Optimization exercise on an open flow, not production practice. RTL: at most simulated, not proved equivalent. Function not checked: run 4. Power: default activity.

==> flow/design.v <==
`default_nettype none
package copy_cfg_pkg;
    localparam int ADDR_W = 16;
    localparam int DATA_BYTES = 64;
    localparam int DATA_W     = DATA_BYTES * 8;
    localparam int NUM_DIMS = 6;
    localparam int REQ_W_DEFAULT = 16;
endpackage : copy_cfg_pkg
`default_nettype wire
`default_nettype none
package copy_types_pkg;
    localparam int ADDR_W   = 16;
    localparam int DATA_W   = 64 * 8;
    localparam int NUM_DIMS = 6;
    typedef struct packed {
        logic [ADDR_W-1:0]                   base;
        logic [NUM_DIMS-1:0][ADDR_W-1:0] size;
        logic [NUM_DIMS-1:0][ADDR_W-1:0] stride;
    } addr_pattern_t;
    typedef struct packed {
        logic [ADDR_W-1:0] addr;
        logic              vld;
    } rd_req_t;
    typedef struct packed {
        logic [ADDR_W-1:0] addr;
        logic [DATA_W-1:0] data;
        logic              vld;
    } wr_beat_t;
endpackage : copy_types_pkg
`default_nettype wire
`default_nettype none
module req_counter #(
    parameter int CNT_W = copy_cfg_pkg::REQ_W_DEFAULT
) (
    input  logic             clk,
    input  logic             load,
    input  logic [CNT_W-1:0] load_val,
    input  logic             dec,
    output logic [CNT_W-1:0] count
);
    always_ff @(posedge clk) begin
        if (load)     count <= load_val;
        else if (dec) count <= count - 1'b1;
    end
endmodule
`default_nettype wire
`default_nettype none
module nested_addr_gen (
    input  logic                            clk,
    input  logic                            init_pulse,
    input  logic                            prime,      
    input  copy_types_pkg::addr_pattern_t   pattern,
    input  logic                            step,
    output logic [copy_cfg_pkg::ADDR_W-1:0] addr
);
    localparam int ND = copy_cfg_pkg::NUM_DIMS;
    localparam int AW = copy_cfg_pkg::ADDR_W;
    logic [AW-1:0]          base_q;
    logic [AW-1:0]          back_q;     
    logic [ND-1:0][AW-1:0]  size_q;
    logic [ND-1:0]          tiny_q;     
    logic [ND-1:0][AW-1:0]  cnt_q;      
    logic [ND-1:0]          last_q;     
    logic [ND-1:0]          pen_q;      
    logic [ND-1:0][AW-1:0]  jmp_q;      
    logic [ND-1:0]          jmp_ok;
    logic [ND-1:0]          sel_q;      
    logic [AW-1:0]          jn_q;       
    logic                   okn_q;      
    logic [ND-1:0]          below;      
    logic [ND-1:0]          last_nx;
    logic [ND-1:0]          ok_nx;
    logic [ND-1:0]          sel_nx;
    logic [AW-1:0]          jn_nx;
    logic                   okn_nx;
    logic                   adv;        
    assign adv = step | prime;
    always_comb begin
        logic seen;
        seen = 1'b0;
        for (int d = 0; d < ND; d++) begin
            seen     = seen | sel_q[d];
            below[d] = ~seen;
        end
    end
    always_comb begin
        for (int d = 0; d < ND; d++) begin
            last_nx[d] = last_q[d];
            ok_nx[d]   = jmp_ok[d];
            if (adv) begin
                if (below[d])      last_nx[d] = tiny_q[d];
                else if (sel_q[d]) last_nx[d] = pen_q[d];
                if (sel_q[d])      ok_nx[d]   = 1'b1;
            end
        end
    end
    always_comb begin
        logic carry;
        carry = 1'b1;
        for (int d = 0; d < ND; d++) begin
            sel_nx[d] = carry & ~last_nx[d];
            carry     = carry & last_nx[d];
        end
    end
    always_comb begin
        jn_nx  = '0;
        okn_nx = 1'b0;
        for (int d = 0; d < ND; d++) begin
            jn_nx  = jn_nx | ({AW{sel_nx[d]}} & jmp_q[d]);
            okn_nx = okn_nx | (sel_nx[d] & ok_nx[d]);
        end
    end
    always_ff @(posedge clk) begin
        if (init_pulse) begin
            base_q <= pattern.base;
            size_q <= pattern.size;
            jmp_q  <= pattern.stride;
            jmp_ok <= '0;
            for (int d = 0; d < ND; d++)
                tiny_q[d] <= (pattern.size[d][AW-1:1] == '0);
        end else begin
            last_q <= last_nx;
            jmp_ok <= ok_nx;
            if (adv) begin
                addr   <= (okn_q ? addr : base_q) + jn_q;
                back_q <= (okn_q ? back_q : '0) - jn_q;
                for (int d = 0; d < ND; d++) begin
                    if (below[d]) begin
                        cnt_q[d] <= size_q[d];
                        pen_q[d] <= (size_q[d] == AW'(2));
                    end else if (sel_q[d]) begin
                        cnt_q[d] <= cnt_q[d] - 1'b1;
                        pen_q[d] <= (cnt_q[d] == AW'(3));
                    end
                    if (sel_q[d] & ~jmp_ok[d]) jmp_q[d] <= back_q + jn_q;
                end
            end
        end
    end
    always_ff @(posedge clk) begin
        if (init_pulse) begin
            sel_q <= '0;
            jn_q  <= '0;
            okn_q <= 1'b0;
        end else begin
            sel_q <= sel_nx;
            jn_q  <= jn_nx;
            okn_q <= okn_nx;
        end
    end
endmodule
`default_nettype wire
`default_nettype none
module copy_sequencer #(
    parameter int REQ_W = copy_cfg_pkg::REQ_W_DEFAULT
) (
    input  logic             clk,
    input  logic             reset_n,
    input  logic             init_pulse,
    input  logic [REQ_W-1:0] areq_num,
    input  logic             rdata_vld,
    output logic             rd_vld,      
    output logic             finish
);
    logic             active;      
    logic             rd_go;
    logic             last_pre;    
    logic [REQ_W-1:0] rd_left;     
    logic [REQ_W-1:0] rsp_left;    
    always_ff @(posedge clk or negedge reset_n) begin
        if (~reset_n)        active <= 1'b0;
        else if (init_pulse) active <= 1'b1;
    end
    assign rd_go = active & (rd_left != '0);
    req_counter #(.CNT_W(REQ_W)) u_rd_cnt (
        .clk      (clk)
    ,   .load     (init_pulse)
    ,   .load_val (areq_num)
    ,   .dec      (rd_go)
    ,   .count    (rd_left)
    );
    req_counter #(.CNT_W(REQ_W)) u_rsp_cnt (
        .clk      (clk)
    ,   .load     (init_pulse)
    ,   .load_val (areq_num)
    ,   .dec      (rdata_vld)
    ,   .count    (rsp_left)
    );
    always_ff @(posedge clk or negedge reset_n) begin
        if (~reset_n) begin
            rd_vld   <= 1'b0;
            last_pre <= 1'b0;
            finish   <= 1'b0;
        end else begin
            rd_vld   <= rd_go;
            last_pre <= (rdata_vld & (rsp_left == REQ_W'(1)))
                      | (init_pulse & (areq_num == '0));
            finish   <= last_pre;
        end
    end
endmodule
`default_nettype wire
`default_nettype none
module write_stage (
    input  logic                            clk,
    input  logic                            reset_n,
    input  logic [copy_cfg_pkg::DATA_W-1:0] rdata,
    input  logic                            rdata_vld,
    output logic [copy_cfg_pkg::DATA_W-1:0] wdata,
    output logic                            wvld
);
    always_ff @(posedge clk) begin
        wdata <= rdata;
    end
    always_ff @(posedge clk or negedge reset_n) begin
        if (~reset_n) wvld <= 1'b0;
        else          wvld <= rdata_vld;
    end
endmodule
`default_nettype wire
`default_nettype none
module strided_copy #(
    parameter int REQ_W = copy_cfg_pkg::REQ_W_DEFAULT
) (
    input  logic                            clk,
    input  logic                            reset_n,
    input  logic                            init_pulse,
    input  logic [REQ_W-1:0]                areq_num,
    input  logic [copy_cfg_pkg::ADDR_W*(1+2*copy_cfg_pkg::NUM_DIMS)-1:0] rd_pattern,
    input  logic [copy_cfg_pkg::ADDR_W*(1+2*copy_cfg_pkg::NUM_DIMS)-1:0] wr_pattern,
    input  logic [copy_cfg_pkg::DATA_W-1:0] rdata,
    input  logic                            rdata_vld,
    output logic [copy_cfg_pkg::ADDR_W-1:0] rd_req_addr,
    output logic                            rd_req_vld,
    output logic [copy_cfg_pkg::ADDR_W-1:0] wr_addr,
    output logic [copy_cfg_pkg::DATA_W-1:0] wr_data,
    output logic                            wr_vld,
    output logic                            finish
);
    copy_types_pkg::addr_pattern_t   rd_pat;
    copy_types_pkg::addr_pattern_t   wr_pat;
    logic                            prime;     
    always_ff @(posedge clk) begin
        prime <= init_pulse;
    end
    assign rd_pat = rd_pattern;
    assign wr_pat = wr_pattern;
    copy_sequencer #(.REQ_W(REQ_W)) u_seq (
        .clk        (clk)
    ,   .reset_n    (reset_n)
    ,   .init_pulse (init_pulse)
    ,   .areq_num   (areq_num)
    ,   .rdata_vld  (rdata_vld)
    ,   .rd_vld     (rd_req_vld)
    ,   .finish     (finish)
    );
    nested_addr_gen u_rd_gen (
        .clk        (clk)
    ,   .init_pulse (init_pulse)
    ,   .prime      (prime)
    ,   .pattern    (rd_pat)
    ,   .step       (rd_req_vld)
    ,   .addr       (rd_req_addr)
    );
    nested_addr_gen u_wr_gen (
        .clk        (clk)
    ,   .init_pulse (init_pulse)
    ,   .prime      (prime)
    ,   .pattern    (wr_pat)
    ,   .step       (wr_vld)
    ,   .addr       (wr_addr)
    );
    write_stage u_wr_stage (
        .clk        (clk)
    ,   .reset_n    (reset_n)
    ,   .rdata      (rdata)
    ,   .rdata_vld  (rdata_vld)
    ,   .wdata      (wr_data)
    ,   .wvld       (wr_vld)
    );
endmodule
`default_nettype wire
==> flow/flow/run.sh <==
#!/bin/bash
# The standard layout, with these changes: each data bit's input and
# output pins are placed side by side (flow/pins.tcl, read just before pin
# placement), the port buffers are the smallest buffer (the resizer upsizes
# the ones on critical paths), and CTS adds no dummy loads. The make output
# goes to flow.log; ORFS keeps each step's log under orfs/logs/.
set -uo pipefail
export PRE_IO_PLACEMENT_TCL="$PWD/flow/pins.tcl"
export BUFFER_PORTS_ARGS="-buffer_cell sky130_fd_sc_hd__buf_1"
export CTS_ARGS="-sink_clustering_enable -repair_clock_nets -dont_use_dummy_load"
bash standard.sh > flow.log 2>&1
==> flow/flow/pins.tcl <==
# Keep each data bit's input and output pins side by side, so the register
# between them sits next to both.
for {set i 0} {$i < 512} {incr i} {
  set_io_pin_constraint -group -order -pin_names [list "rdata\[$i\]" "wr_data\[$i\]"]
}
==> flow/standard.sh <==
#!/bin/bash
# synth_recipe.tcl (not shown) runs the flow's synth.tcl, then flattens the netlist and writes it again
# the make line also repeats each setting of config.mk as NAME=value (left out here)
make -C /OpenROAD-flow-scripts/flow DESIGN_CONFIG=/design/flow/config.mk WORK_HOME=/design/flow/orfs CLKGATE_MAP_FILE= SYNTH_SCRIPT=/design/flow/synth_recipe.tcl "${@:-finish}"
==> flow/config.mk <==
export PLATFORM = sky130hd
export DESIGN_NAME = strided_copy
export DESIGN_NICKNAME = strided_copy
export VERILOG_FILES = /design/flow/design.v
export SDC_FILE = /design/flow/constraint.sdc
export NUM_CORES = 4
export LEC_CHECK = 0
export ABC_CLOCK_PERIOD_IN_PS = 2700
export CAP_MARGIN = 20
export CORE_AREA = 5 5 505 505
export DIE_AREA = 0 0 510 510
export SETUP_SLACK_MARGIN = 2.9
export SLEW_MARGIN = 20
==> flow/constraint.sdc <==
create_clock -name core_clock -period 5.3 [get_ports {clk}]
set_input_delay 1.0600 -clock core_clock [delete_from_list [all_inputs] [get_ports {clk}]]
set_output_delay 1.0600 -clock core_clock [all_outputs]
set_load 0.01 [all_outputs]
==> notes.md, run 1 <==
Flow run
The number of max-cap violations is 0.

Yosys
The total standard cell area after synthesis is 50700 µm². The number of enable flip-flop cells after synthesis is 740. The net count after synthesis is 5247.

In this run, synthesis produced a sequential element count of 1316. The number of instances in the synthesized netlist is 4170. The per-instance average area after synthesis is 12.1 µm².

In the synthesized netlist the dominant register cell turns out to be edfxtp_1. After synthesis, the netlist uses 78 different library cells. Summing the sequential cell areas from Yosys gives 66.7% of the chip area. For this run, asynchronously set or reset flops after synthesis account for 0.380%. The count of warnings emitted by yosys is 5.

Drt
The total via count after detailed routing is 40800. The DRC violation count after routing is 0. The detail route stage leaves a number of antenna-violating nets equal to 0.

The via density per instance is 4.43. The average wire per cell in the routed design is 21.2 µm. For this block, the routed nets add up to 195000 µm of wire. In this run, the number of DRC markers left after iteration 0 of detailed routing was 4039. The first TritonRoute pass finished after 6 iterations.

Placed design
The number of buffers inserted by port buffering is 1494. Summing all placed instances gives a cell area of 60500 µm². Routability-driven placement finished with a final weighted congestion of 0.940. Summed over all nets, the half-perimeter wirelength after detailed placement is 146000 µm.

Worst hold path
Counting instances, the worst hold path has a depth of 1. The tightest min-delay check is of the in2reg type.

Cells and area
The growth of design area from synthesis to finish is 33.8%. The leading cell type in the layout, fill and taps excluded is buf_1. In the layout the commonest cells are buf_1 (1379), edfxtp_1 (740), dfxtp_1 (541). The total number of nets in the final design is 6921.

The final instance area is 67800 µm². Counting the fill cells in the layout gives 26000. The fraction of final layout cells with drive strength greater than 1 is 14.2%.

Global routing
The number of antenna violations at the first check in global routing is 59. The number of global-route vias before repair is 40400. In the global route stage, met1 resource usage came out at 15.4%. Global routing used 3.82% of the available met3 tracks. Global routing used 13.7% of the available tracks across all layers. For met2 alone, demand over resource in global routing was 23.6%. For this run the aggregate overflow at the end of global routing stands at 0. Entering global routing, the biggest net connects 128 pins. The most used routing layer is met2. The global-route wire length before repair is 266000 µm.

Worst setup path
Data on the critical path arrives at its endpoint at 3.27 ns. STA classifies the critical path endpoint as a flop. The critical path's top delay family is compound AO/OA/AOI/OAI gates. The worst reg2reg path depth is 8. The class of the most critical setup path is reg2reg. The highest-delay cell along the critical path is o41ai_4. The signal on the critical path passes through nor4_4 > buf_6 > mux2i_1 > a21o_4 > inv_6 > nand2_1 > o211a_1 > o41ai_4. The largest incremental delay on the critical path is 0.55 ns. Together, buffers and inverters on the worst path number 2. The worst setup path is launched from a flop. The cell depth of the worst setup path is 8. The largest driver fanout on the critical path is 28.

STA puts the critical path data required time at 5.91 ns.

Clock tree
The later pin in the worst-skew pair is clocked with a latency of 0.77 ns. The clock net in this run drives a total of 1316 sinks. The cell chosen for the clock root is clkbuf_16. The H-tree was split into 4 levels. After clock tree synthesis, the clock-pin slew on the worst setup and hold paths is 0.06 ns. In this run the deepest clock path goes through 3 buffers. The number of clock buffers added by TritonCTS is 145. TritonCTS built the clock tree.

Floorplanning
The die is 510 µm wide. The total area inside the core boundary comes to 249000 µm². The number of rows created at floorplan is 183.

The I/O pin count is 1495. The starting density of the core is 20.4%. Measured along the y axis, the die boundary spans 510 µm. The die outline area is 260000 µm².

Timing
The total negative slack is 0 ns. The worst pin sits at a relative slew slack of 28.3%. The slew at the pin closest to its max-slew limit is 1.08 ns. The count of final hold-check violations is 0. The max-slew violation total from the final report came to 0. The maximum clock rate is 376 MHz. The minimum clock period after layout is 2.66 ns. The worst path uses 50.2% of the clock period.

The number of endpoints failing setup at the final stage is 0. Setup repair after global routing could not meet its margin everywhere. The clock tree skew after final layout is 0.0812 ns.

Power and ir drop
In this run the power density over the cells is 438 nW/µm². VDD sags by at most 280 µV. The design draws 29700 µW. The analysis attributes to cell leakage a power of 0.0242 µW.

Outcome
The flow ran to the end and the layout has no timing, DRC or antenna violations.
## cells in the mapped netlist (all sizes together) (11+ instances only)
cell type / n / area, µm²
a2111oi: 12 / 105
a211o: 19 / 166
a211oi: 16 / 120
a21o: 67 / 503
a21oi: 284 / 1440
a311oi: 16 / 140
a31oi: 24 / 150
and2: 33 / 206
and3: 25 / 156
and4: 13 / 114
buf: 45 / 229
clkbuf: 96 / 360
dfxtp: 571 / 11400
edfxtp: 740 / 22200
ha: 123 / 1540
inv: 202 / 758
mux2: 48 / 541
mux2i: 18 / 180
nand2: 456 / 1710
nand3: 60 / 300
nand4: 24 / 150
nor2: 308 / 1170
nor2b: 29 / 181
nor3: 106 / 531
nor3b: 11 / 82.6
nor4: 119 / 772
nor4b: 15 / 131
o211ai: 59 / 443
o21a: 19 / 143
o21ai: 174 / 871
o21bai: 15 / 113
o221ai: 16 / 140
o31ai: 11 / 82.6
or2: 13 / 81.3
or3: 28 / 175
or4: 25 / 199
xnor2: 158 / 1380
xor2: 71 / 622
## worst reg2reg max path, cell delays in order, from the launching register on
cell	delay, ns
dfxtp_4	0.43
nor4_4	0.28
buf_6	0.26
mux2i_1	0.13
a21o_4	0.33
inv_6	0.20
nand2_1	0.08
o211a_1	0.24
o41ai_4	0.56
## flip-flops by register name (all words and copies together), names as in the netlist, 96 cells and up
signal / cells
u_wr_gen.size_q: 96
u_wr_gen.jmp_q: 96
u_wr_stage.wdata: 512
u_rd_gen.cnt_q: 96
u_rd_gen.size_q: 96
u_wr_gen.cnt_q: 96
u_rd_gen.jmp_q: 96
## per-stage QoR
stage               util [%]  hold slack, ns  instances  setup slack [ns]
finish                  27.3           0.386       9196              2.64
CTS                     26.6           0.272       9117              2.65
global placement        24.3           0.448       8879              1.59
detailed placement      24.3           0.439       8880              1.53
floorplan                  -           0.331       4170              2.25
global route            27.2           0.299       9178              2.63
## repair_timing
item | in CTS | in global routing
setup buffers | 84 | 50
hold buffers | 0 | 0
gates cloned | 8 | 4
pin swaps | 93 | 80
resized for setup | 351 | 258
endpoints found under the setup margin | 630 | 347
## worst paths after layout
kind | start | slack, ns | end
max | u_wr_gen.sel_q[1] | 2.64 | u_wr_gen.okn_q
min | rdata[440] | 0.39 | u_wr_stage.wdata[440]
max reg2reg | u_wr_gen.sel_q[1] | 2.64 | u_wr_gen.okn_q
min reg2reg | u_seq.last_pre | 0.43 | u_seq.finish
max in group asynchronous | reset_n | 4.27 | u_seq.rd_vld
min in group asynchronous | reset_n | 0.40 | u_wr_stage.wvld
## routing by layer
| layer | wire, µm | vias up |
|---|---|---|
| met4 | 11400 | 30 |
| met3 | 20700 | 450 |
| met2 | 95200 | 2323 |
| met1 | 67200 | 19600 |
| li1 | - | 18400 |
| met5 | 186 | - |
## layout make-up
cell class	count	area, µm²	area share (%)
antenna	24	60.1	0.0886
clock buffer	145	3630	5.35
inverter	202	769	1.13
multi-input combinational	2521	17800	26.3
sequential	1316	33800	49.9
tap	3330	4170	6.15
timing repair buffer	1657	7510	11.1
timing repair inverter	1	7.51	0.0111
## power breakdown
part	leakage (µW)	internal (µW)	switching (µW)
combinational	0.0104	3290	4380
sequential	0.0121	12600	946
clock	0.00179	4770	3740
total	0.0242	20600	9070
## kinds of logic (layout without fill, tap and decap cells)
kind of cell    count (synthesis)  count (layout)  share of synthesized area (%)
other cells                     0              24                              0
compound gates                794             797                           9.80
simple gates                 1293            1299                           12.2
flops                        1316            1316                           66.7
mux                            66              67                           1.42
buf+inv                       343            2005                           2.66
xor+xnor                      229             229                           3.96
fa+ha+maj                     129             129                           3.28
==> inputs of run 2 (changes only) <==
--- a/flow/config.mk
+++ b/flow/config.mk
@@ -9,5 +9,5 @@
 export CAP_MARGIN = 20
 export CORE_AREA = 5 5 505 505
 export DIE_AREA = 0 0 510 510
-export SETUP_SLACK_MARGIN = 2.9
+export SETUP_SLACK_MARGIN = 2.3
 export SLEW_MARGIN = 20
==> run 2 against run 1 <==
  * Non-clock buffer count is 119 lower
  * Highest routed layer unchanged
  * Largest cell class unchanged
  * Clock skew grew 0.011 ns
  * Still clean on timing, DRC and antenna
  * Global-route usage barely moved
  * Critical path type unchanged
==> notes.md, run 2 <==
Outcome
The run finished with no timing, DRC or antenna violations.

Cells and area
The final non-filler cell total is 9079. The growth of design area from synthesis to finish is 27.1%. The register bank with the most flops is u_wr_stage.wdata. The fraction of final layout cells with drive strength greater than 1 is 5.74%.

The top cell types in the final layout, fill and taps aside, are buf_1 (1493), edfxtp_1 (740), dfxtp_1 (568). The total number of nets in the final design is 6794. The register with the most flip-flops in the layout has 512 of them. The leading cell type in the layout, fill and taps excluded is buf_1. Cells fill 25.9% of the core in the end.

Floorplanning
Measured along the y axis, the die boundary spans 510 µm. The I/O pin count is 1495. The horizontal die dimension is 510 µm. The die covers 260000 µm². After floorplanning, the core was sized to cover 249000 µm². The floorplan has 183 rows.

The starting density of the core is 20.4%.

Worst setup path
The setup path with the least slack is of type reg2reg. The endpoint kind of the worst setup timing path is a flop. The critical path startpoint category is a flop. For the worst setup path, the data required time is 5.81 ns. The worst register-to-register path has a depth of 7. The critical path arrival is 3.50 ns.

The launch point of the critical path is u_wr_gen.jn_q[6]. In this run the register-to-register setup slack is 2.31 ns. In this run the critical register-to-register path is launched from u_wr_gen.jn_q[6].

The largest driver fanout on the critical path is 7. The worst register-to-register path ends at u_wr_gen.jmp_q[95].

Timing
Headroom to the max-slew limit came out at 22.0%. For this run, the top clock speed supported by timing is 335 MHz. Setup repair after global routing could not meet its margin everywhere. The count of final hold-check violations is 0.

After layout, the minimum clock period comes to 2.99 ns. Setup violations remaining at the end of the flow were counted as 0. The max-slew violation total from the final report is 0. Adding up every negative setup slack in the final design gives 0 ns. After layout, the worst path uses 56.4% of the clock period.

The slew at the pin closest to its max-slew limit is 1.17 ns. The worst hold slack across all endpoints is 0.348 ns. For the final database, setup skew stands at 0.0921 ns.

Yosys
The area fraction of the dominant cell type after synthesis is 43.9%. The share of flip-flops with an asynchronous set or reset after synthesis is 0.380%. The number of instances in the synthesized netlist is 4170. After synthesis, the mean cell area works out to 12.1 µm². For this run, the register share of the synthesized area comes to 66.7%. The number of nets in the synthesized netlist is 5247. The most instantiated library cell after synthesis is edfxtp_1. The biggest area contributor in the post-synthesis netlist is edfxtp_1.

The number of flip-flops and latches in the synthesized netlist is 1316. The number of enable flip-flop cells after synthesis is 740. In the synthesized netlist the dominant register cell turns out to be edfxtp_1. The unique cell type count in the Yosys netlist is 78.

Ranked by instance count, the synthesized netlist is headed by edfxtp_1 (740), dfxtp_1 (571), nand2_1 (456). Ranked by total cell area, the synthesized netlist is headed by edfxtp_1 (44%), dfxtp_1 (23%), nand2_1 (3.4%). In this run the cell area of the synthesized design comes to 50700 µm². During synthesis, Yosys emitted a total of 5 warnings.

Clock tree
Clock-pin slew was measured on the worst setup and hold paths at 0.06 ns. After clock tree synthesis, the flow added hold-fix buffers numbering 0. TritonCTS created 145 clock buffers.

The clock reaches the later pin of the worst-skew pair after 0.78 ns. The H-tree generated during clock tree synthesis spans 4 levels. The clock passes through at most 3 buffers. For this design, the sink count on the clock tree is 1316.

The cell chosen for the clock root is clkbuf_16. The clock tree from TritonCTS is built.

Global routing
The number of global-route vias before repair came to 39800. Global routing consumed, over all layers together, 13.7% of the routing resources. The number of antenna violations at the first check in global routing is 80.

The global-route wire length before repair is 265000 µm. The maximum number of pins on one net before global-route repair is 155. The total overflow left after global routing is 0.

Power and ir drop
The analysis attributes to cell leakage a power of 0.0229 µW. The worst-case IR drop observed on VDD is 273 µV. The power per cell area is 435 nW/µm². The overall power consumption is 28000 µW.

Drt
After detailed routing, the met2 layer carries 91800 µm of wire. After detailed routing, the met3 layer carries 20800 µm of wire. The count of nets left with antenna violations once routing finished came out at 0. The via density per instance is 4.38. The final layout contains routed wiring with a total length of 191000 µm. The total via count after detailed routing is 39700. In this run, the number of DRC markers left after iteration 0 of detailed routing was 3706. For this block, wires on met1 add up to 68000 µm. The average wire per cell in the routed design is 21.1 µm.

The pre-antenna-repair detailed-routing pass consisted of 5 iterations. In the routed design, unresolved DRC markers number 0. Routed signal wires occupy layers up through met5.

Placed design
The congestion estimate from routability-driven global placement came to 0.917. Detailed placement finished with a half-perimeter wire length of 149000 µm. The number of cells in the design after placement is 8884. The number of buffers inserted by port buffering is 1494.

Flow run
Max-cap violations in this run came to 0.

Worst hold path
The path class of the tightest hold or removal check is in2async.
-- run 2: worst max-delay path by stage --
| stage | slack, ns | to |
|---|---|---|
| 2_1_floorplan | 2.11 | u_rd_gen.jmp_q[0] |
| 3_3_place_gp | 1.44 | u_rd_gen.jn_q[2] |
| 3_5_place_dp | 1.26 | u_rd_gen.jn_q[0] |
| 4_1_cts | 2.32 | u_wr_gen.addr[13] |
| 5_1_grt | 2.22 | u_wr_gen.jn_q[6] |
| 6_report | 2.31 | u_wr_gen.jmp_q[95] |
-- run 2: what timing repair did --
item	in CTS	in global routing
gates resized for setup	28	18
cloned	3	0
pin swaps	6	0
endpoints found under the setup margin	99	50
endpoints found under the hold margin	0	0
setup buffers	8	4
-- run 2: cell families (layout without fill, tap and decap cells) --
group	count (synthesis)	count (layout)	synth area share [%]
multiplexers	66	66	1.42
XOR/XNOR	229	229	3.96
AO/OA/AOI/OAI	794	794	9.80
buffers and inverters	343	1887	2.66
other	0	34	0
adder cells (fa/ha/maj)	129	129	3.28
flip-flops	1316	1316	66.7
AND/OR/NAND/NOR	1293	1294	12.2
-- run 2: routing by layer --
metal,track usage [%],up-vias
met5,0,-
met4,7.36,40
met3,4.30,391
met2,23.2,2178
met1,15.5,19000
li1,-,18100
-- run 2: critical path, cell delays in order (launching register included) --
cell       delay (ns)
dfxtp_1          0.52
ha_1             0.38
a2111oi_0        0.48
o21a_1           0.23
nor3_1           0.09
a221oi_2         0.47
mux2i_2          0.44
nor2_1           0.11
-- run 2: final cells by class --
type / count / area (µm²)
fill: 26400 / 184000
sequential: 1316 / 33800
multi-input combinational: 2512 / 15900
timing repair buffer: 1538 / 6040
tap: 3330 / 4170
clock buffer: 145 / 3630
inverter: 202 / 769
antenna: 34 / 85.1
timing repair inverter: 2 / 12.5
-- run 2: power breakdown --
part	internal [µW]	total (µW)	switching, µW
Clock	4770	8500	3740
Combinational	2260	6090	3830
Sequential	12500	13400	857
-- run 2: metrics by stage --
step	setup slack [ns]	instance area (µm²)
floorplan	2.11	50900
global placement	1.44	60300
detailed placement	1.26	60400
CTS	2.32	64200
global route	2.22	64300
finish	2.31	64400
==> inputs of run 3 (changes only) <==
--- a/flow/config.mk
+++ b/flow/config.mk
@@ -9,5 +9,5 @@
 export CAP_MARGIN = 20
 export CORE_AREA = 5 5 505 505
 export DIE_AREA = 0 0 510 510
-export SETUP_SLACK_MARGIN = 2.3
+export SETUP_SLACK_MARGIN = 2.6
 export SLEW_MARGIN = 20
==> run 3 against run 2 <==
  * Non-clock buffer count grew 29
  * Clock power shrank 2%
  * Critical path depth grew 4
  * Synthesized area is the same
  * Design area grew 0.78%
  * Still clean on timing, DRC and antenna
  * Die area is the same
  * Hold slack lost 0.048 ns
  * Register-to-register slack gained 0.24 ns
==> notes.md, run 3 <==
Outcome
The run finished with no timing, DRC or antenna violations.

Cells and area
At the end of the flow, the number of nets in the layout was 6819. The leading cell type in the layout, fill and taps excluded is buf_1. From synthesis to final layout, the design area changed by 28.1%. The fraction of final layout cells with drive strength greater than 1 is 7.14%. Leaving out fill and tap cells, the most frequent cells in the layout are buf_1 (1488), edfxtp_1 (740), dfxtp_1 (560).

The flip-flop count of the largest register, all copies and words added is 512. The register bank with the most flops is u_wr_stage.wdata.

Yosys
The synthesized design spends more area on one cell type than any other, namely edfxtp_1. Summed over its instances, the top area cell type makes up 43.9% of the synthesized netlist area. Sequential elements use 66.7% of the synthesized area. The share of flip-flops with an asynchronous set or reset after synthesis is 0.380%. The number of instances in the synthesized netlist is 4170. The unique cell type count in the Yosys netlist is 78.

The total standard cell area after synthesis is 50700 µm². When the netlist entered floorplanning its net count stood at 5247. Yosys instantiated no cell more often than edfxtp_1.

For this run, the leading register cell type out of synthesis is edfxtp_1. For this run, the number of Yosys warnings is 5. After synthesis the netlist holds a flip-flop and latch count of 1316. In this run the mean area of a mapped cell was 12.1 µm².

The number of enable flip-flop cells after synthesis is 740. By count the netlist is led by edfxtp_1 (740), dfxtp_1 (571), nand2_1 (456). Sorting the synthesized cells by area gives the leading types as edfxtp_1 (44%), dfxtp_1 (23%), nand2_1 (3.4%).

Drt
The via density per instance is 4.34. The iteration count of the initial detailed-routing pass is 8. The detail route stage leaves a number of antenna-violating nets equal to 0. In the detailed route, the total length drawn on met3 is 19500 µm.

After the first detailed-routing iteration, the DRC count stood at 3509. The total via count after detailed routing is 39600. The met2 routed wirelength is 90100 µm. The average wire per cell in the routed design is 20.5 µm. Signal routing reaches up to met5. Summed over all layers, the routed wires come to 186000 µm. After detailed routing, the wire length on met1 is 66100 µm. The DRC violation count after routing is 0.

Timing
The slew at the pin closest to its max-slew limit is 1.16 ns. The count of final hold-check violations is 0. Setup repair after global routing could not meet its margin everywhere.

The worst hold slack across all endpoints is 0.300 ns. The max-slew violation total from the final report is 0. Dividing the final minimum period by the clock period gives 51.8%. Setup slack on the critical path of the routed design comes to 2.55 ns.

The clock tree skew after final layout is 0.0967 ns. Setup total negative slack on the finished layout was measured at 0 ns. The number of endpoints failing setup at the final stage is 0. The minimum clock period after layout is 2.75 ns. Based on the critical path, the design can be clocked at up to 364 MHz. Measured against its own limit, the worst slew margin works out to 22.4%.

Placed design
The pre-CTS setup slack is 1.23 ns. The routability congestion estimate from global placement is 0.920. The HPWL after detailed placement is 144000 µm. Input and output buffers added on the ports amount to 1494.

Floorplanning
The starting density of the core is 20.4%. In this run the vertical extent of the chip is 510 µm. The core region is 249000 µm². The horizontal die dimension is 510 µm. Row generation in the floorplan step produced 183 rows. The die outline area is 260000 µm². Pin placement for this block handled 1495 I/O pins.

Worst setup path
The highest-delay cell along the critical path is dfxtp_4. The worst endpoint required time is 5.81 ns. The cell repeated most along the worst path is buf_6. The signal on the critical path passes through buf_6 > buf_6 > buf_4 > mux2i_4 > inv_2 > ha_4 > a211oi_4 > o21ai_4 > o2111ai_4 > a21boi_2 > a311o_1.

The worst reg2reg path depth is 11. The critical path startpoint category is a flop. Data on the critical path arrives at its endpoint at 3.26 ns. The largest driver fanout on the critical path is 7. STA classifies the critical path endpoint as a flop. Counting both buffers and inverters, the worst setup path holds a total of 4. The endpoint identified for the worst register-to-register timing path is u_wr_gen.addr[13]. The critical path's top delay family is compound AO/OA/AOI/OAI gates. The critical register-to-register path startpoint is u_wr_gen.okn_q. The class of the most critical setup path is reg2reg. For this run, the slowest stage of the critical path takes 0.48 ns. The setup slack of the worst register-to-register path is 2.55 ns.

Clock tree
TritonCTS built the clock tree. No sink is reached through more buffers than the 3 on the longest clock path. The clock latency on the worst-skew pair is 0.79 ns. Clock-pin slew was measured on the worst setup and hold paths at 0.06 ns. The clock drives 1316 sinks. The cell chosen for the clock root is clkbuf_16. The number of levels the H-tree was split into is 4. The total clock buffers created by CTS is 140.

Global routing
The number of global-route vias before repair is 39600. The number of antenna violations at the first check in global routing was 65. The first global-routing pass estimated 258000 µm of wire.

The maximum number of pins on one net before global-route repair is 88. After global routing the overflow that remains totals 0. The total routing usage reported by global routing is 13.3%.

Power and ir drop
The cell leakage power is 0.0230 µW. Dividing total power by cell area gives a power density of 433 nW/µm². The overall power consumption is 28100 µW.

The peak supply drop is 316 µV.

Flow run
Max-cap violations in this run came to 0.

Worst hold path
The path category of the worst min-delay check is in2async.
## run 3: metal layers
metal	track usage [%]	vias to the layer above
met4	6.81	32
met2	22.8	2058
met3	4.09	403
li1	-	18200
met1	14.8	18900
met5	0	-
## run 3: repair_timing
action                     4_1_cts  5_1_grt
gates resized for setup         89       55
hold buffers                     0        0
hold endpoints to repair         0        0
setup endpoints to repair      203      124
buffers inserted                20       14
cloned                           3        1
pin swaps                        9       23
## run 3: metrics by stage
step	utilization (%)	cells	area [µm²]
final	26.1	9112	64900
after global routing	26.1	9079	64800
after CTS	25.9	9055	64500
after detailed placement	24.3	8892	60400
after global placement	24.3	8889	60400
after floorplan	-	4170	50900
## run 3: worst max-delay path by stage
stage | depth (start not counted) | slack [ns] | endpoint | startpoint
global route | 11 | 2.48 | u_wr_gen.addr[13] | u_wr_gen.okn_q
global placement | 7 | 1.31 | u_rd_gen.jn_q[3] | prime
detailed placement | 7 | 1.23 | u_rd_gen.jn_q[0] | prime
floorplan | 6 | 2.25 | u_rd_gen.cnt_q[32] | init_pulse
CTS | 8 | 2.55 | u_wr_gen.addr[13] | u_wr_gen.okn_q
finish | 11 | 2.55 | u_wr_gen.addr[13] | u_wr_gen.okn_q
## run 3: cells by family after synthesis
family	count (synthesis)	synth area share, %
adder cells (fa/ha/maj)	129	3.28
buffers and inverters	343	2.66
AO/OA/AOI/OAI	794	9.80
flip-flops	1316	66.7
multiplexers	66	1.42
XOR/XNOR	229	3.96
AND/OR/NAND/NOR	1293	12.2
## run 3: where the power goes
group | internal [µW] | switching (µW)
Clock | 4610 | 3700
Sequential | 12500 | 845
Combinational | 2460 | 3940
## run 3: worst register-to-register path, stage by stage (launching register included)
cell and delay (ns):
dfxtp_4 0.48, buf_6 0.15, buf_6 0.09, buf_4 0.11, mux2i_4 0.27, inv_2 0.07, ha_4 0.25, a211oi_4 0.26
o21ai_4 0.10, o2111ai_4 0.24, a21boi_2 0.11, a311o_1 0.35
## run 3: final cells by class
class	count	area, µm²
Sequential cell	1316	33800
Clock buffer	140	3500
Tap cell	3330	4170
Multi-Input combinational cell	2513	16200
Fill cell	26200	184000
Timing Repair Buffer	1567	6310
Inverter	202	773
Timing Repair inverter	2	12.5
Antenna cell	42	105
==> inputs of run 4 (changes only) <==
--- a/flow/design.v
+++ b/flow/design.v
@@ -122,8 +122,8 @@
             last_q <= last_nx;
             jmp_ok <= ok_nx;
             if (adv) begin
-                addr   <= (okn_q ? addr : base_q) + jn_q;
-                back_q <= (okn_q ? back_q : '0) - jn_q;
+                addr   <= okn_q ? addr + jn_q : base_q + jn_q;
+                back_q <= okn_q ? back_q - jn_q : '0 - jn_q;
                 for (int d = 0; d < ND; d++) begin
                     if (below[d]) begin
                         cnt_q[d] <= size_q[d];
@@ -158,6 +158,7 @@
     input  logic             reset_n,
     input  logic             init_pulse,
     input  logic [REQ_W-1:0] areq_num,
+    input  logic             prime,       
     input  logic             rdata_vld,
     output logic             rd_vld,      
     output logic             finish
@@ -193,9 +194,8 @@
             finish   <= 1'b0;
         end else begin
             rd_vld   <= rd_go;
-            last_pre <= (rdata_vld & (rsp_left == REQ_W'(1)))
-                      | (init_pulse & (areq_num == '0));
-            finish   <= last_pre;
+            last_pre <= rdata_vld & (rsp_left == REQ_W'(1));
+            finish   <= last_pre | (prime & (rsp_left == '0));
         end
     end
 endmodule
@@ -250,6 +250,7 @@
     ,   .reset_n    (reset_n)
     ,   .init_pulse (init_pulse)
     ,   .areq_num   (areq_num)
+    ,   .prime      (prime)
     ,   .rdata_vld  (rdata_vld)
     ,   .rd_vld     (rd_req_vld)
     ,   .finish     (finish)
==> run 4 against run 3 <==
  * Synthesized area fell by 1.8%
  * Largest power group unchanged
  * Critical path type unchanged
  * Die area did not move
  * Still clean
  * Highest routed layer unchanged
  * Via count fell by 2.3%
==> notes.md, run 4 <==
Timing
The clock tree skew after final layout is 0.0898 ns. Setup violations remaining at the end of the flow were counted as 0. In this run the tightest slew margin relative to its limit is 31.6%. Setup repair after global routing could not meet its margin everywhere. In the finished design, the share of the clock period the worst path needs comes to 52.2%. In the post-route analysis, the smallest setup slack over all paths is 2.53 ns. The count of final hold-check violations is 0. The clock period could shrink to 2.77 ns. For the pin with the worst max-slew slack, the measured transition is 1.02 ns. The max-slew violation total from the final report was 0. The maximum clock rate is 361 MHz.

For the final routed database, the setup TNS stands at 0 ns.

Yosys
The share of synthesized area in the top cell type comes to 44.7%. The commonest cells after synthesis are edfxtp_1 (740), dfxtp_1 (571), nand2_1 (434). The per-instance average area after synthesis is 12.4 µm². The synthesized netlist contains 81 unique library cells. The number of flip-flops and latches in the synthesized netlist is 1316.

For this run, the number of Yosys warnings is 5. The net count after synthesis is 5094. The leading area contributor after synthesis is edfxtp_1.

The total standard cell area after synthesis is 49700 µm². Among all flip-flop cells after synthesis, the most frequent one is edfxtp_1. After technology mapping, the gate count stands at 4017. In the post-synthesis netlist, the biggest area contributors are edfxtp_1 (45%), dfxtp_1 (23%), nand2_1 (3.3%).

For this run, asynchronously set or reset flops after synthesis account for 0.380%. The number of enable flip-flop cells after synthesis is 740. The share of the Yosys chip area taken by registers is 67.9%. The most instantiated library cell after synthesis is edfxtp_1.

Clock tree
The total clock buffers created by CTS is 153. The clock reaches the later pin of the worst-skew pair after 0.83 ns. For this design, the sink count on the clock tree is 1316. The cell chosen for the clock root is clkbuf_16. The clock tree from TritonCTS is built. The number of levels the H-tree was split into is 4. The clock transition at the registers of the reported paths is 0.06 ns. The clock passes through at most 4 buffers.

Cells and area
The register with the most flip-flops in the final layout is u_wr_stage.wdata. The library cell used most frequently in the layout, excluding fill and tap cells, is buf_1. The final cell utilization of the core is 26.1%. The total number of nets in the final design is 6716. The growth of design area from synthesis to finish is 30.4%. Leaving out fill and tap cells, the most frequent cells in the layout are buf_1 (1492), edfxtp_1 (740), dfxtp_1 (552).

Excluding fillers, the count of instances in the completed layout stands at 9006. The flip-flop count of the largest register, all copies and words added is 512. The fraction of final layout cells with drive strength greater than 1 is 8.73%.

Drt
The iteration count of the initial detailed-routing pass is 5. The total via count after detailed routing is 38700. The overall routed net length is 179000 µm. The detail route stage leaves a number of antenna-violating nets equal to 0. The first routing iteration left 3201 violations.

The average wire per cell in the routed design is 19.9 µm. In the routed design, unresolved DRC markers number 0. The via density per instance is 4.29.

Placed design
The pre-CTS setup slack is 1.77 ns. Routability-driven placement finished with a final weighted congestion of 0.945. The number of buffers inserted by port buffering is 1494. The estimated wirelength of the detail-placed design is 136000 µm. Counting tap cells, the placed design contains a total of 8749 instances.

Worst setup path
Measured in cells, the most critical reg-to-reg path has a length of 12. Traced cell by cell, the critical path runs through buf_6 > buf_12 > nand2_4 > ha_4 > fa_2 > nor2b_2 > o21a_1 > o21a_1 > o31a_1 > o41ai_4 > or4b_4 > o211ai_1. In this run the critical register-to-register path is launched from u_wr_gen.okn_q.

The worst setup path is launched from a flop. The critical path buffer and inverter count is 2. On the worst path, the slowest cell contributes a delay of 0.49 ns. The cell repeated most along the worst path is o21a_1. The largest driver fanout on the critical path is 7. The capturing point of the worst reg2reg path is u_wr_gen.back_q[14]. The setup slack of the worst register-to-register path is 2.53 ns.

In this run the worst setup path begins at u_wr_gen.okn_q. For this design, the slowest cell found on the critical path is or4b_4. The worst setup path is captured at a flop. The worst endpoint required time is 5.95 ns.

Broken down by cell family, the worst path's largest delay share belongs to compound AO/OA/AOI/OAI gates. The class of the most critical setup path is reg2reg. The critical path arrival is 3.41 ns.

Floorplanning
The area of the core is 249000 µm². The initial utilization of the core area, before any placement, comes to 20.0%. In this run the core area contains 183 standard-cell rows. The I/O pin count is 1495. From left edge to right edge, the die measures 510 µm. The die is 510 µm tall. The die outline area is 260000 µm².

Power and ir drop
Dividing total power by cell area gives a power density of 421 nW/µm². The overall power consumption is 27300 µW. IR analysis of the VDD net gives a maximum drop of 296 µV. For this design the static power due to leakage is 0.0229 µW.

Outcome
The flow ran to the end and the layout has no timing, DRC or antenna violations.

Global routing
The global-route wire length before repair is 250000 µm. The number of antenna violations at the first check in global routing is 55. The number of global-route vias before repair came to 39200. The aggregate global routing overflow is 0. The total routing usage reported by global routing is 12.7%. The maximum number of pins on one net before global-route repair is 141.

Flow run
The number of max-cap violations is 0.

Worst hold path
The tightest min-delay check is of the in2async type.
-- run 4: changes by cell type after synthesis, sizes merged, moves of 20 or more --
cell	previous run	this run
a21o	67	41
nand2	456	434
inv	202	168
o211ai	59	8
nand3	60	80
nor2	308	279
a21oi	284	314
-- run 4: layout make-up --
class,count,area [µm²]
timing repair buffer,1594,6550
clock buffer,153,3830
multi-input combinational,2403,15700
timing repair inverter,3,22.5
tap,3330,4170
antenna,39,97.6
fill,26000,184000
sequential,1316,33800
inverter,168,648
-- run 4: per-stage QoR --
step	instance area, µm²	hold slack (ns)
CTS	64200	0.125
detailed placement	59600	0.437
global route	64800	0.163
finish	64900	0.215
floorplan	50000	0.417
global placement	59600	0.430
-- run 4: how the worst max path moves through the flow --
stage / endpoint / slack (ns) / depth (start not counted)
floorplan: u_wr_gen.cnt_q[80] / 2.28 / 4
global placement: u_wr_gen.okn_q / 1.56 / 8
detailed placement: u_rd_gen.jn_q[8] / 1.77 / 5
CTS: u_wr_gen.jmp_q[22] / 2.46 / 8
global route: u_wr_gen.back_q[14] / 2.45 / 12
finish: u_wr_gen.back_q[14] / 2.53 / 12
-- run 4: cell families after synthesis --
group	count (synthesis)	synth area share, %
adders and majority gates	129	3.34
AOI/OAI and AO/OA	732	8.86
and+or+nand+nor	1240	12.1
DFF	1316	67.9
buffers and inverters	300	2.33
xor gates and xnor gates	249	4.38
muxes	51	1.13
-- run 4: repair_timing --
item                       in CTS  in global routing
setup buffers                  39                 20
gates resized for setup        85                101
hold buffers                    0                  0
setup endpoints to repair     202                185
gates cloned                    4                  2
pin swaps                      24                 31
-- run 4: layer usage --
metal | up-vias | share of wire [%] | GRT usage (%)
li1 | 17700 | - | -
met1 | 18500 | 35 | 14.0
met2 | 1993 | 49 | 21.7
met3 | 431 | 9.8 | 3.35
met4 | 26 | 6.7 | 8.00
met5 | - | 0.084 | 0
-- run 4: power by group --
part / switching, µW / internal (µW)
Sequential: 778 / 12400
Clock: 3790 / 5050
Combinational: 3200 / 2140
-- run 4: worst register-to-register path, stage by stage (launching register included) --
cell      delay [ns]
dfxtp_4         0.36
buf_6           0.14
buf_12          0.13
nand2_4         0.06
ha_4            0.13
fa_2            0.20
nor2b_2         0.04
o21a_1          0.19
o21a_1          0.20
o31a_1          0.33
o41ai_4         0.24
or4b_4          0.49
o211ai_1        0.10
==> inputs of run 5 (changes only) <==
--- a/flow/design.v
+++ b/flow/design.v
@@ -122,8 +122,8 @@
             last_q <= last_nx;
             jmp_ok <= ok_nx;
             if (adv) begin
-                addr   <= okn_q ? addr + jn_q : base_q + jn_q;
-                back_q <= okn_q ? back_q - jn_q : '0 - jn_q;
+                addr   <= (okn_q ? addr : base_q) + jn_q;
+                back_q <= (okn_q ? back_q : '0) - jn_q;
                 for (int d = 0; d < ND; d++) begin
                     if (below[d]) begin
                         cnt_q[d] <= size_q[d];
@@ -158,7 +158,6 @@
     input  logic             reset_n,
     input  logic             init_pulse,
     input  logic [REQ_W-1:0] areq_num,
-    input  logic             prime,       
     input  logic             rdata_vld,
     output logic             rd_vld,      
     output logic             finish
@@ -194,8 +193,9 @@
             finish   <= 1'b0;
         end else begin
             rd_vld   <= rd_go;
-            last_pre <= rdata_vld & (rsp_left == REQ_W'(1));
-            finish   <= last_pre | (prime & (rsp_left == '0));
+            last_pre <= (rdata_vld & (rsp_left == REQ_W'(1)))
+                      | (init_pulse & (areq_num == '0));
+            finish   <= last_pre;
         end
     end
 endmodule
@@ -250,7 +250,6 @@
     ,   .reset_n    (reset_n)
     ,   .init_pulse (init_pulse)
     ,   .areq_num   (areq_num)
-    ,   .prime      (prime)
     ,   .rdata_vld  (rdata_vld)
     ,   .rd_vld     (rd_req_vld)
     ,   .finish     (finish)
==> flow/flow/run.sh (replaced) <==
#!/bin/bash
# The standard layout, with these changes: each data bit's input and
# output pins are placed side by side (flow/pins.tcl, read just before pin
# placement), the port buffers are the smallest buffer (the resizer upsizes
# the ones on critical paths), and CTS adds no dummy loads and drives the registers through clkbuf_8. The make output
# goes to flow.log; ORFS keeps each step's log under orfs/logs/.
set -uo pipefail
export PRE_IO_PLACEMENT_TCL="$PWD/flow/pins.tcl"
export BUFFER_PORTS_ARGS="-buffer_cell sky130_fd_sc_hd__buf_1"
export CTS_ARGS="-sink_clustering_enable -repair_clock_nets -dont_use_dummy_load -buf_list {sky130_fd_sc_hd__clkbuf_8 sky130_fd_sc_hd__clkbuf_16} -root_buf sky130_fd_sc_hd__clkbuf_16 -tree_buf sky130_fd_sc_hd__clkbuf_16 -sink_clustering_buffer sky130_fd_sc_hd__clkbuf_8"
bash standard.sh > flow.log 2>&1
==> run 5 against run 4 <==
  * Register-to-register slack better by 0.07 ns
  * Clock-buffer cell count rose by 62
  * Power about the same
  * Clock skew grew 0.014 ns
  * Largest power group unchanged
  * Still clean on timing, DRC and antenna
  * Sequential power about the same
  * Critical endpoint is now u_wr_gen.addr[13]
  * Utilization fell by 0.096 points
  * Design area shrank 0.37%
  * Largest cell class unchanged
  * Global-route usage is 0.65 points higher
  * Cell count grew 1.9%
==> notes.md, run 5 <==
Outcome
The run finished with no timing, DRC or antenna violations.

Global routing
The first global-routing pass estimated 260000 µm of wire. For this run the aggregate overflow at the end of global routing stands at 0. The maximum number of pins on one net before global-route repair is 88.

The total routing usage reported by global routing is 13.4%. The number of global-route vias before repair is 40200. The number of antenna violations at the first check in global routing is 65.

Worst setup path
The critical path startpoint category is a flop. The worst endpoint required time is 5.85 ns. The largest driver fanout on the critical path is 6.

The worst reg2reg path depth is 9. The critical path in this run is classified as reg2reg. The worst setup path is captured at a flop.

Data arrives at the worst endpoint at 3.26 ns.

Cells and area
The growth of design area from synthesis to finish is 27.6%. The total number of nets in the final design is 6895. The register bank with the most flops is u_wr_stage.wdata.

The register with the most flip-flops in the layout has 512 of them. The top cell types in the final layout, fill and taps aside, are buf_1 (1489), edfxtp_1 (740), dfxtp_1 (560). The fraction of final layout cells with drive strength greater than 1 is 8.58%. The leading cell type in the layout, fill and taps excluded is buf_1. Fill cells in the final layout number 26300.

Yosys
The unique cell type count in the Yosys netlist is 78. When the netlist entered floorplanning its net count stood at 5247. Summed over its instances, the top area cell type makes up 43.9% of the synthesized netlist area.

The largest family of logic cells by synthesized area is simple AND/OR/NAND/NOR gates. The primary flip-flop cell chosen by synthesis mapping is edfxtp_1. The synthesized design contains 1316 register bits.

By area the synthesized netlist is led by edfxtp_1 (44%), dfxtp_1 (23%), nand2_1 (3.4%). The portion of the post-synthesis area used by sequential elements is 66.7%. The synthesized-area fraction occupied by adder cells is 3.28%.

The multiplexer area fraction after synthesis is 1.42%. The synthesized netlist occupies a cell area of 50700 µm². After synthesis, the share of flip-flops with an asynchronous set or reset is 0.380%. Of all cell types, the one taking the most synthesized area is edfxtp_1. The count of warnings emitted by yosys is 5. Summing the areas of all xor and xnor instances in the mapped netlist gives 3.96% of the synthesized area. The fraction of the mapped netlist area in compound gates is 9.80%. Dividing the synthesized area by the synthesized cell count gives 12.1 µm². The most common cell in the synthesized netlist is edfxtp_1.

The basic-gate share of the synthesized area counting and, or, nand and nor cells is 12.2%. After synthesis, the most frequently instantiated cells are edfxtp_1 (740), dfxtp_1 (571), nand2_1 (456). The synthesized design contains 740 enable-type register cells. The cell count after synthesis came out at 4170.

Floorplanning
In this run the core area contains 183 standard-cell rows. For this configuration, the core starts out at a cell density of 20.4%. The die height is 510 µm. The horizontal die dimension is 510 µm. The area of the core is 249000 µm². 1495 I/O pins were placed.

The die outline area is 260000 µm².

Timing
The maximum clock rate is 370 MHz. Setup repair after global routing could not meet its margin everywhere. The number of endpoints failing setup at the final stage is 0. The worst max-slew margin expressed relative to the limit is 24.8%. The total negative slack is 0 ns. For the pin with the worst max-slew slack, the measured transition is 1.13 ns.

The share of the clock period used by the worst path after layout is 51.0%. The max-slew violation total from the final report was 0. The count of final hold-check violations is 0. The minimum clock period after layout is 2.70 ns. On the final layout, the worst clock skew is 0.103 ns.

Power and ir drop
The cell leakage power is 0.0229 µW. Total power for the finished layout comes to 27300 µW. The peak supply drop is 286 µV. In this run the power density over the cells is 423 nW/µm².

Drt
The final layout contains routed wiring with a total length of 188000 µm. The via density per instance is 4.34. The count of nets left with antenna violations once routing finished came out at 0.

The total via count after detailed routing is 39900. The iteration count of the initial detailed-routing pass is 8. The average wire per cell in the routed design is 20.4 µm.

The number of DRC markers in iteration 0 is 3639. In the routed design, unresolved DRC markers number 0.

Clock tree
The tree is rooted in a clkbuf_16. Counting the buffers created by CTS gives 215. Clock-pin slew was measured on the worst setup and hold paths at 0.06 ns. The longest clock path from root to sink contains 3 buffers.

The clock net in this run drives a total of 1316 sinks. The clock tree from TritonCTS is built. The H-tree was split into 4 levels.

The clock latency on the worst-skew pair is 0.80 ns.

Placed design
At the end of routability-driven placement, the weighted congestion stood at 0.920. The number of buffers inserted by port buffering is 1494. The estimated wirelength of the detail-placed design is 144000 µm.

Worst hold path
The path category of the worst min-delay check is in2async.

Flow run
The number of max-cap violations is 0.
run 5: routing by layer:
layer	GRT usage, %	vias up	share of wire [%]
met2	22.8	2178	49
met3	4.31	417	11
met5	0	-	0.12
met1	14.8	18900	35
li1	-	18300	-
met4	7.16	38	5.1
run 5: final timing paths:
path | startpoint | end | slack, ns
min reg2reg | u_seq.last_pre | u_seq.finish | 0.36
max | u_wr_gen.okn_q | u_wr_gen.addr[13] | 2.60
min | reset_n | u_seq.rd_vld | 0.31
max in group asynchronous | reset_n | u_seq.active | 4.50
min in group core_clock | u_seq.last_pre | u_seq.finish | 0.36
max reg2reg | u_wr_gen.okn_q | u_wr_gen.addr[13] | 2.60
run 5: power by group:
part           internal [µW]  total, µW  switching, µW
registers              12600      13400            842
logic                   2490       6430           3940
clock network           3840       7530           3690
run 5: logic make-up after synthesis:
group	Yosys count
adder cells (fa/ha/maj)	129
buffers and inverters	343
multiplexers	66
AND/OR/NAND/NOR	1293
XOR/XNOR	229
AO/OA/AOI/OAI	794
flip-flops	1316
run 5: layout make-up:
class / instances / area (µm²) / share of cell area, %
inverters: 202 / 773 / 1.20
flip-flops and latches: 1316 / 33800 / 52.3
multi-input cells: 2513 / 16300 / 25.2
clock buffers: 215 / 3150 / 4.88
repair buffers: 1568 / 6350 / 9.83
well taps: 3330 / 4170 / 6.45
repair inverters: 2 / 15.0 / 0.0232
diodes: 32 / 80.1 / 0.124
run 5: critical path: stages, from the launching register on:
cell,delay [ns]
dfxtp_4,0.37
buf_12,0.15
mux2i_2,0.30
inv_1,0.08
ha_1,0.30
a211oi_1,0.37
o21ai_2,0.17
o2111ai_4,0.28
a21boi_2,0.11
a311o_1,0.36
run 5: repair_timing:
action                                  CTS  global route
hold endpoints to repair                  0             0
endpoints found under the setup margin  211           133
pin swaps                                 7            21
buffers inserted                         18            14
hold buffers                              0             0
gates resized for setup                  71            90
gates cloned                              4             1
run 5: metrics by stage:
stage	std cells	area [µm²]	util, %	setup slack (ns)	hold slack, ns
6_report	9178	64600	26.0	2.60	0.307
5_1_grt	9156	64600	26.0	2.50	0.236
4_1_cts	9129	64100	25.8	2.54	0.232
3_5_place_dp	8892	60400	24.3	1.23	0.372
3_3_place_gp	8889	60400	24.3	1.31	0.383
2_1_floorplan	4170	50900	-	2.25	0.331
==> inputs of run 6 (changes only) <==
--- a/flow/config.mk
+++ b/flow/config.mk
@@ -9,5 +9,6 @@
 export CAP_MARGIN = 20
 export CORE_AREA = 5 5 505 505
 export DIE_AREA = 0 0 510 510
+export GPL_ROUTABILITY_DRIVEN = 0
 export SETUP_SLACK_MARGIN = 2.6
 export SLEW_MARGIN = 20
==> run 6 against run 5 <==
  * Hold slack worse by 0.052 ns
  * Power grew 1.6%
  * First-iteration DRC count up 7.3%
  * Wire length up 0.63%
  * Via count increased by 1.5%
  * Sequential share of layout area down 0.23 points
  * Worst setup slack got worse by 0.034 ns
  * Register-to-register slack worse by 0.03 ns
  * Critical endpoint is now u_wr_gen.jmp_q[63]
==> notes.md, run 6 <==
Floorplanning
The I/O pin count is 1495. The die is 510 µm tall. The horizontal die dimension is 510 µm. The number of rows created at floorplan is 183. The region available for standard cell placement spans 249000 µm². The initial utilization of the core area, before any placement, comes to 20.4%. The die covers 260000 µm².

Global routing
Entering global routing, the biggest net connects 126 pins. The first global-routing pass estimated 261000 µm of wire. The total overflow left after global routing is 0. The number of global-route vias before repair is 40600. The number of antenna violations at the first check in global routing is 63. The total routing usage reported by global routing is 13.4%.

Drt
The number of nets with antenna violations after routing is 0. The routed layout has 40500 vias. The routed design has 189000 µm of wire. Dividing the detail-routed wire length by the instance count gives 20.5 µm. For this run, design rule violations remaining after detail routing come to 0. After the first detailed-routing iteration, the DRC count stood at 3906. Dividing the detail-routed via count by the number of cells gives 4.40. The iteration count of the initial detailed-routing pass is 6.

Worst setup path
The highest-delay cell along the critical path is dfxtp_1. For the worst setup path, the data required time is 5.84 ns. The critical path goes through ha_1 > a21oi_1 > o21a_1 > o21ai_0 > a221oi_2 > mux2i_2 > buf_4 > nor2_1. In this design, the stage delay of the slowest critical-path cell is 0.61 ns. In this run the critical register-to-register path is launched from u_wr_gen.jn_q[10]. The critical path startpoint category is a flop. The setup check on the worst reg-to-reg path leaves a slack of 2.56 ns.

The worst reg2reg path depth is 8. The class of the most critical setup path is reg2reg. In this run the worst path has a maximum fanout of 7. The capturing point of the worst reg2reg path is u_wr_gen.jmp_q[63]. The endpoint kind of the worst setup timing path is a flop. The critical path arrival is 3.28 ns.

Cells and area
The total of fill cells in the finished design is 26300. Once layout is complete, the utilization of the core stands at 26.1%. The final layout contains 6911 nets. The flip-flop count of the largest register, all copies and words added is 512. The growth of design area from synthesis to finish is 28.2%. In the layout the commonest cells are buf_1 (1486), edfxtp_1 (740), dfxtp_1 (559). The leading cell type in the layout, fill and taps excluded is buf_1. In the final layout, the share of cells above drive strength 1 is 8.80%. The register bank with the most flops is u_wr_stage.wdata.

Yosys
The portion of the post-synthesis area used by sequential elements is 66.7%. Summing the areas of all and, or, nand and nor instances in the mapped netlist gives 12.2% of the synthesized area. The biggest area contributor in the post-synthesis netlist is edfxtp_1. The most instantiated library cell after synthesis is edfxtp_1.

The primary flip-flop cell chosen by synthesis mapping is edfxtp_1. The unique cell type count in the Yosys netlist is 78. By area the synthesized netlist is led by edfxtp_1 (44%), dfxtp_1 (23%), nand2_1 (3.4%). The synthesized-area fraction occupied by adder cells is 3.28%. Synthesis inferred 1316 register bits. The count of warnings emitted by yosys is 5. The largest family of logic cells by synthesized area is simple AND/OR/NAND/NOR gates.

The synthesized netlist devotes 9.80% of its cell area to compound gates. The per-instance average area after synthesis is 12.1 µm². The total standard cell area after synthesis is 50700 µm². Multiplexer cells account for 1.42% of the synthesized area. Synthesis produced a netlist with a net count of 5247. The xor/xnor cell area share of the yosys netlist is 3.96%.

Ranked by instance count, the synthesized netlist is headed by edfxtp_1 (740), dfxtp_1 (571), nand2_1 (456). The number of instances in the synthesized netlist is 4170. The area fraction of the dominant cell type after synthesis is 43.9%. Counting flops with a built-in enable in the synthesized netlist gives 740. In the synthesized netlist the async set-or-reset flop fraction comes to 0.380%.

Timing
The final setup slack of the worst path is 2.56 ns. Setup violations remaining at the end of the flow were counted as 0. The slew at the pin closest to its max-slew limit is 1.12 ns. The max-slew violation total from the final report came to 0. For the final routed database, the setup TNS stands at 0 ns. Setup repair after global routing could not meet its margin everywhere. The worst hold slack across all endpoints is 0.255 ns. After layout, the worst path uses 51.6% of the clock period. The clock tree skew after final layout is 0.115 ns. Based on the critical path, the design can be clocked at up to 365 MHz. The count of final hold-check violations is 0. The clock period could shrink to 2.74 ns. The worst max-slew margin expressed relative to the limit is 25.5%.

Worst hold path
The path category of the worst min-delay check is in2async.

Power and ir drop
Power spread over the standard cell area amounts to 428 nW/µm². Total power for the finished layout comes to 27800 µW. Summed over all cells, the static leakage comes to 0.0231 µW. IR analysis of the VDD net gives a maximum drop of 241 µV.

Outcome
The flow ran to the end and the layout has no timing, DRC or antenna violations.

Clock tree
Counting every sink on the clock net gives 1316. TritonCTS built the clock tree. Clock-pin slew was measured on the worst setup and hold paths at 0.06 ns. In this run the deepest clock path goes through 4 buffers.

The clock latency on the worst-skew pair is 0.83 ns. The H-tree generated during clock tree synthesis spans 4 levels. The total clock buffers created by CTS is 226. The cell chosen for the clock root is clkbuf_16. For this design, the CTS-stage hold fixing added 0 buffers.

Placed design
The estimated wirelength of the detail-placed design is 143000 µm. The pre-CTS setup slack is 1.23 ns. The number of buffers inserted by port buffering is 1494.

Flow run
The number of max-cap violations is 0.
[run 6: cell count changes in the layout (fill, tap and decap cells not counted), sizes merged]
cell	delta
diode	+3
clkinv	+1
clkbuf	+12
inv	-1
a21oi	+1
buf	+3
[run 6: cell families (layout without fill, tap and decap cells)]
group                      Yosys count  count (layout)
adders and majority gates          129             129
buffers and inverters              343            2002
DFF                               1316            1316
muxes                               66              66
other                                0              35
xor gates and xnor gates           229             229
AOI/OAI and AO/OA                  794             797
and+or+nand+nor                   1293            1293
[run 6: how the worst max path moves through the flow]
| stage | from | end | cells after the start |
|---|---|---|---|
| floorplan | init_pulse | u_rd_gen.cnt_q[32] | 6 |
| global placement | prime | u_rd_gen.jn_q[3] | 7 |
| detailed placement | prime | u_rd_gen.jn_q[3] | 7 |
| CTS | u_wr_gen.jn_q[0] | u_wr_gen.jmp_q[46] | 8 |
| global route | u_rd_gen.jn_q[2] | u_rd_gen.jmp_q[13] | 7 |
| finish | u_wr_gen.jn_q[10] | u_wr_gen.jmp_q[63] | 8 |
[run 6: where the power goes]
| part | switching [µW] | leakage (µW) | internal, µW |
|---|---|---|---|
| clock | 3780 | 0.00175 | 4170 |
| sequential | 853 | 0.0121 | 12600 |
| combinational | 3960 | 0.00930 | 2480 |
[run 6: metrics by stage]
step / area, µm² / instances
after global placement: 60300 / 8882
after global routing: 64900 / 9177
final: 64900 / 9197
after detailed placement: 60400 / 8883
after CTS: 64400 / 9136
after floorplan: 50900 / 4170
[run 6: what timing repair did]
action / 4_1_cts / 5_1_grt
setup endpoints to repair: 209 / 163
pin swaps: 16 / 26
resized for setup: 95 / 71
buffers inserted: 22 / 23
cloned: 5 / 1
[run 6: layout make-up]
type / count / area (µm²) / area share, %
multi-input combinational: 2514 / 16300 / 25.1
inverter: 202 / 781 / 1.20
timing repair inverter: 2 / 15.0 / 0.0231
tap: 3330 / 4170 / 6.42
sequential: 1316 / 33800 / 52.1
antenna: 35 / 87.6 / 0.135
clock buffer: 226 / 3390 / 5.23
timing repair buffer: 1572 / 6380 / 9.83
[run 6: worst max-delay path, delay by kind of cell (launching register included)]
kind                       cells  cell delay, ns
DFF                            1            0.61
and+or+nand+nor                1            0.05
muxes                          1            0.26
adders and majority gates      1            0.40
buffers and inverters          1            0.17
AOI/OAI and AO/OA              4            0.97
[run 6: per-layer routing]
layer	vias up	routed length (µm)	GRT usage [%]
met5	-	186	0
met4	28	11100	7.63
met3	460	20500	4.30
met2	2299	90600	22.5
met1	19400	66400	14.8
li1	18300	-	-
==> inputs of run 7 (changes only) <==
--- a/flow/config.mk
+++ b/flow/config.mk
@@ -9,6 +9,5 @@
 export CAP_MARGIN = 20
 export CORE_AREA = 5 5 505 505
 export DIE_AREA = 0 0 510 510
-export GPL_ROUTABILITY_DRIVEN = 0
-export SETUP_SLACK_MARGIN = 2.6
+export SETUP_SLACK_MARGIN = 2.85
 export SLEW_MARGIN = 20
==> run 7 against run 6 <==
  * Sequential power is essentially flat
  * Worst setup slack gained 0.086 ns
  * Clock-buffer cell count shrank 10
  * Wire length grew 4.1%
  * Critical path type unchanged
==> notes.md, run 7 <==
Worst setup path
The endpoint kind of the worst setup timing path is a flop. The critical register-to-register path startpoint is u_wr_gen.okn_q. The worst reg2reg path depth is 11. The critical path startpoint category is a flop. The largest driver fanout on the critical path is 9. For this design, the slowest cell found on the critical path is dfxtp_4. The worst endpoint required time is 5.86 ns. The critical path starts at u_wr_gen.okn_q. The worst register-to-register path ends at u_wr_gen.addr[9]. By startpoint and endpoint, the worst setup path is classified as reg2reg. For flop-to-flop paths, the worst setup slack is 2.65 ns. The critical path arrival is 3.21 ns. On the worst path, the slowest cell contributes a delay of 0.40 ns.

Drt
The met3 wirelength from detailed routing is 21500 µm. The first TritonRoute pass finished after 6 iterations. The detailed router placed 40600 vias in this run. The via density per instance is 4.40. The detail route stage leaves a number of antenna-violating nets equal to 0. The top routing layer in use is met5. The DRC violation count after routing is 0.

Placed design
Routability-driven placement finished with a final weighted congestion of 0.933. The cell area after placement is 60500 µm². The estimated wirelength of the detail-placed design is 147000 µm.

Global routing
The total routing usage reported by global routing is 13.9%. After global routing the overflow that remains totals 0. The number of global-route vias before repair came to 40900. The first global-routing pass estimated 269000 µm of wire. Entering global routing, the biggest net connects 86 pins.

The number of antenna violations at the first check in global routing is 56.

Timing
The final setup slack of the worst path is 2.65 ns. The max-slew violation total from the final report was 0. The worst path in the final design needs a cycle of 2.65 ns, including I/O delays and setup. Setup violations remaining at the end of the flow were counted as 0.

Summed over all failing endpoints, the final setup total negative slack is 0 ns. The share of the clock period used by the worst path after layout is 50.0%. Between clock sinks in the finished design, the worst skew comes to 0.115 ns. Based on the critical path, the design can be clocked at up to 377 MHz.

Cells and area
From synthesis to final layout, the design area changed by 31.5%. For this run, the share of the core covered by cells in the final layout is 26.8%. In the layout the commonest cells are buf_1 (1462), edfxtp_1 (740), dfxtp_1 (546).

The flip-flop count of the largest register, all copies and words added is 512. The final instance area is 66600 µm². The total of fill cells in the finished design is 26100. The total number of nets in the final design is 6963.

Worst hold path
The tightest min-delay check is of the in2async type.

Yosys
Of the post-synthesis cell area, the dominant cell type holds 43.9%. The number of enable flip-flop cells after synthesis is 740. For this run, the leading register cell type out of synthesis is edfxtp_1. The net count after synthesis is 5247. Synthesis instantiated 78 different standard cells from the library. By area the synthesized netlist is led by edfxtp_1 (44%), dfxtp_1 (23%), nand2_1 (3.4%). After synthesis the netlist holds a flip-flop and latch count of 1316.

After synthesis, the mean cell area works out to 12.1 µm². Summed over all instances, the cell type with the most area after synthesis is edfxtp_1. The portion of the post-synthesis area used by sequential elements is 66.7%.

The share of flip-flops with an asynchronous set or reset after synthesis is 0.380%. Among all cell types in the netlist, the one instantiated most often is edfxtp_1.

Floorplanning
Measured along the x axis, the die boundary spans 510 µm. The area of the core is 249000 µm². The floorplan step defined a die boundary enclosing 260000 µm². The starting density of the core is 20.4%. The I/O pin count is 1495. From bottom edge to top edge, the die measures 510 µm.

Power and ir drop
In this run the power density over the cells is 427 nW/µm². The worst-case IR drop observed on VDD is 282 µV.

Outcome
The flow ran to the end and the layout has no timing, DRC or antenna violations.

Flow run
The tool flagged a number of max-cap violations equal to 0.

Clock tree
The clock net in this run drives a total of 1316 sinks. The worst-case clock buffer depth is 3. TritonCTS built the clock tree.

Counting the buffers created by CTS gives 216.
==> run 7: cell types whose count changed in the layout (fill, tap and decap cells not counted), moves of 15 or more <==
cell / before / now
ha_2: 6 / 21
buf_6: 12 / 43
buf_4: 53 / 83
ha_1: 112 / 75
a21oi_2: 14 / 33
ha_4: 5 / 27
a21oi_1: 264 / 239
buf_1: 1486 / 1462
o21ai_0: 143 / 128
==> run 7: cells by family (layout without fill, tap and decap cells) <==
family,Yosys count,after routing,share of synthesized area (%)
simple gates,1293,1298,12.2
mux,66,66,1.42
other cells,0,22,0
xor+xnor,229,229,3.96
flops,1316,1316,66.7
buf+inv,343,2050,2.66
fa+ha+maj,129,129,3.28
compound gates,794,796,9.80
==> run 7: stage by stage <==
step                cells  hold slack, ns  total power [µW]
global placement     8888           0.344             19300
floorplan            4170           0.331             17100
detailed placement   8888           0.343             19500
global route         9219           0.280             29800
finish               9236           0.335             28500
CTS                  9173           0.268             27900
==> run 7: power by group <==
part | internal (µW) | switching, µW | total [µW]
registers | 12600 | 906 | 13500
logic | 3100 | 4340 | 7440
clock network | 3860 | 3710 | 7560
==> run 7: worst max-delay path: cells and delay by family (launching register included) <==
family          cells  cell delay, ns
compound gates      5            0.97
mux                 1            0.24
buf+inv             3            0.36
xor+xnor            1            0.08
flops               1            0.40
fa+ha+maj           1            0.31
==> run 7: timing repair <==
| action | CTS | global route |
|---|---|---|
| endpoints found under the setup margin | 538 | 359 |
| pin swaps | 63 | 79 |
| hold buffers | 0 | 0 |
| resized for setup | 239 | 225 |
| setup buffers | 60 | 36 |
| gates cloned | 9 | 5 |
==> run 7: routing by layer <==
layer	vias to the layer above	GRT usage, %
li1	18400	-
met2	2282	23.1
met5	-	0
met1	19400	15.3
met3	494	4.88
met4	42	8.44
==> run 7: worst max-delay path by stage <==
| stage | endpoint | slack [ns] | cells past startpoint |
|---|---|---|---|
| global route | u_rd_gen.addr[14] | 2.58 | 9 |
| CTS | wr_addr[15] | 2.67 | 1 |
| floorplan | u_rd_gen.cnt_q[32] | 2.25 | 6 |
| detailed placement | u_rd_gen.jn_q[1] | 1.55 | 6 |
| finish | u_wr_gen.addr[9] | 2.65 | 11 |
| global placement | u_rd_gen.jn_q[4] | 1.56 | 6 |
==> run 7: area by class of cell <==
class,count,area [µm²],share of cell area (%)
flip-flops and latches,1316,33800,50.8
multi-input cells,2518,17300,26.0
repair buffers,1630,7280,10.9
well taps,3330,4170,6.26
clock buffers,216,3160,4.75
inverters,202,781,1.17
diodes,22,55.1,0.0827
repair inverters,2,15.0,0.0225
